What follows belongs to an exercise in optimizing a design on an open flow for small area, a short achievable clock period and few clock cycles per item; a production flow would make more cautious choices.
Only simulation tests tie the RTL to the original design; equivalence was not proved.
Power figures rest on the tool's default switching activity, not on a simulated workload.

Design max_two_disjoint_rect_sum, start of the top module:
module max_two_disjoint_rect_sum #(
    parameter int MAX_ROWS  = mtdr_pkg::DEF_MAX_ROWS,
    parameter int MAX_COLS  = mtdr_pkg::DEF_MAX_COLS,
    parameter int CELL_BITS = mtdr_pkg::DEF_CELL_BITS
) (
    input  logic                               i_clk,
    input  logic                               i_rst_n,
    input  logic                               i_in_valid,
    output logic                               o_in_ready,
    input  logic signed [CELL_BITS-1:0]        i_in_cell_value,
    input  logic                               i_in_last_cell,
    output logic                               o_out_valid,
    input  logic                               i_out_ready,
    output logic signed [mtdr_pkg::OUT_W-1:0]  o_out_best_sum,
    output logic                               o_out_no_pair,
    input  logic                               i_cfg_valid,
    output logic                               o_cfg_ready,
    input  logic [mtdr_pkg::CFG_IDX_W-1:0]     i_cfg_index,
    input  logic [mtdr_pkg::CFG_DATA_W-1:0]    i_cfg_data
);
Size in the first run: roughly 16000 cells after synthesis, ~54 I/O pins.
Settings: LEC_CHECK=0, ABC_AREA=1, CAP_MARGIN=20, CORE_MARGIN=2, CORE_UTILIZATION=40, SETUP_SLACK_MARGIN=5, SLEW_MARGIN=20; clock period 10.0 ns.
run.sh (not shown) runs the stock make flow with config.mk's settings and CLKGATE_MAP_FILE= SYNTH_SCRIPT=/design/flow/synth_recipe.tcl, a recipe that flattens the netlist after the stock synthesis.
Testbench counts at the start, summed over its fixed seeds: cycles 6,136, grids 128.
Next try:
--- a/flow/design.v
+++ b/flow/design.v
@@ -299,42 +299,32 @@
                 k_n  = k + 3'd1;
                 v_n  = dir ? st_v - 3'd1 : st_v + 3'd1;
                 vh_n = dir ? {1'b0, st_vh[7:1]} : {st_vh[6:0], 1'b0};
             end
         end
     end
-    logic n1_top, p2_top, nm1_zero, ge12, ge21, ge1r, ge2r;
-    always_comb begin
-        ge12     = eslot ? (s_cm1[1] >= p2c) : (s_cm1[0] >= p2c);
-        ge21     = eslot ? (p2c >= s_cm1[1]) : (p2c >= s_cm1[0]);
-        ge1r     = eslot ? (s_cm1[1] >= p2rs) : (s_cm1[0] >= p2rs);
-        ge2r     = (p2c >= p2rs);
-        n1_top   = (~p2v | ge12) & (~(p2v & p2fin) | ge1r);
-        p2_top   = (~rdy1 | ge21) & (~p2fin | ge2r);
-        nm1_zero = (~rdy1 | n1c == 3'd0) & (~p2v | p2c == 3'd0) & (~(p2v & p2fin) | p2rs == 3'd0);
-    end
     logic stn_last, stn_act1, stn_act2, stn_rowc, stn_fstart, stn_first1, stn_last1, stn_first2;
     logic [2:0] cv_n;
     always_comb begin
         cv_n = dir ? st_v - 3'd1 : st_v + 3'd1;
         if (start) begin
-            stn_last   = nm1_zero;
+            stn_last   = (nm1 == 3'd0);
             stn_rowc   = take2 & p2fin & (p2rm1 != 3'd0);
             stn_fstart = take2 & p2fin;
             if (dir) begin       
                 stn_act1   = take1;
                 stn_act2   = take2;
                 stn_first1 = 1'b1;
                 stn_last1  = (n1c == 3'd0);
                 stn_first2 = 1'b1;
             end else begin       
-                stn_act1   = rdy1 & n1_top;
-                stn_act2   = p2v & p2_top;
-                stn_first1 = n1_top;
-                stn_last1  = nm1_zero;
-                stn_first2 = p2_top;
+                stn_act1   = take1 & (nm1 <= n1c);
+                stn_act2   = take2 & (nm1 <= p2c);
+                stn_first1 = (nm1 == n1c);
+                stn_last1  = (nm1 == 3'd0);
+                stn_first2 = (nm1 == p2c);
             end
         end else begin
             stn_last   = busy & ~st_last & (k + 3'd1 == mm1);
             stn_rowc   = busy & ~st_last & fin & (k + 3'd1 < r2rm1);
             stn_fstart = 1'b0;
             stn_act1   = busy & ~st_last & has1 & (cv_n <= c1m1);
@@ -434,18 +424,17 @@
     logic [7:0][SW-1:0]      old_v, new_v, p_ov;
     logic [15:0]             p_x;
     logic [7:0]              p_vh;
     logic                    p_act1, p_act2, p_first1, p_last1, p_first2, p_rowc, p_fstart, p_flast;
     logic                    p_fin, p_dir, p_fresh, p_fvalid;
     logic [2:0]              p_r1, p_r2, p_v, p_q;
-    logic [7:0]              p_fresh_lane;     
     logic                    byp;
     assign byp = p_act1 & |(p_vh & st_vh);
     always_comb begin
         for (int a = 0; a < 8; a++)
-            new_v[a] = (p_fresh_lane[a] ? {SW{1'b0}} : p_ov[a]) + {{(SW-16){p_x[15]}}, p_x};
+            new_v[a] = ((p_r1 == a[2:0]) ? {SW{1'b0}} : p_ov[a]) + {{(SW-16){p_x[15]}}, p_x};
     end
     always_comb begin
         for (int a = 0; a < 8; a++) begin
             old_v[a] = '0;
             for (int c = 0; c < 8; c++) old_v[a] = old_v[a] | (cs[a][c] & {SW{st_vh[c]}});
             if (byp) old_v[a] = new_v[a];
@@ -467,13 +456,12 @@
         p_first2 <= a_first2;
         p_fin    <= fin;
         p_dir    <= dir;
         p_fresh  <= (r1 <= 3'd1);
         p_fvalid <= (r2rm1 != 3'd0);
         p_r1     <= r1;
-        for (int a = 0; a < 8; a++) p_fresh_lane[a] <= (r1 == a[2:0]);
         p_r2     <= r2;
         p_v      <= v;
         p_q      <= k + 3'd1;
     end
     always_ff @(posedge i_clk) begin
         for (int a = 0; a < 8; a++) begin
The new run went through all stages and came out clean.
First-iteration DRC count is higher by 6.1%.
Sequential share of layout area is about the same.
Routed wire length decreases by 1.4%.
Clock power stays flat.
Global-route usage went down by 0.31 points.
Area after synthesis is about the same.
Register-to-register slack is worse by 180 ps.
Testbench counts after the change, summed over its fixed seeds: cycles 6,136, grids 128.

-- what the ideal ports hide --
In the flow no input, the clock included, has a driving cell. The finished layouts below were timed again as built, in two steps.
Step 1: set_driving_cell puts a clkbuf_16 on i_clk and a buf_2 on each other input, an assumption about the parent block.
Step 2 times the ports against the registers' clock, not the clock port: input delays grow and output delays shrink by t, the midpoint of the rising clock arrivals with the driver on.
a / b / c = ideal ports / drivers / drivers and shift; a / b = the first two.
| run | shift t [ns] | setup WS [ns] | worst hold slack (ns) |
|---|---|---|---|
| the first run | 1.080 | 5.737 / 5.737 / 5.737 | 0.317 / 0.317 / 0.317 |
| the second run | 1.072 | 5.560 / 5.560 / 5.560 | 0.290 / 0.290 / 0.290 |
After both steps every run listed still meets setup and hold.
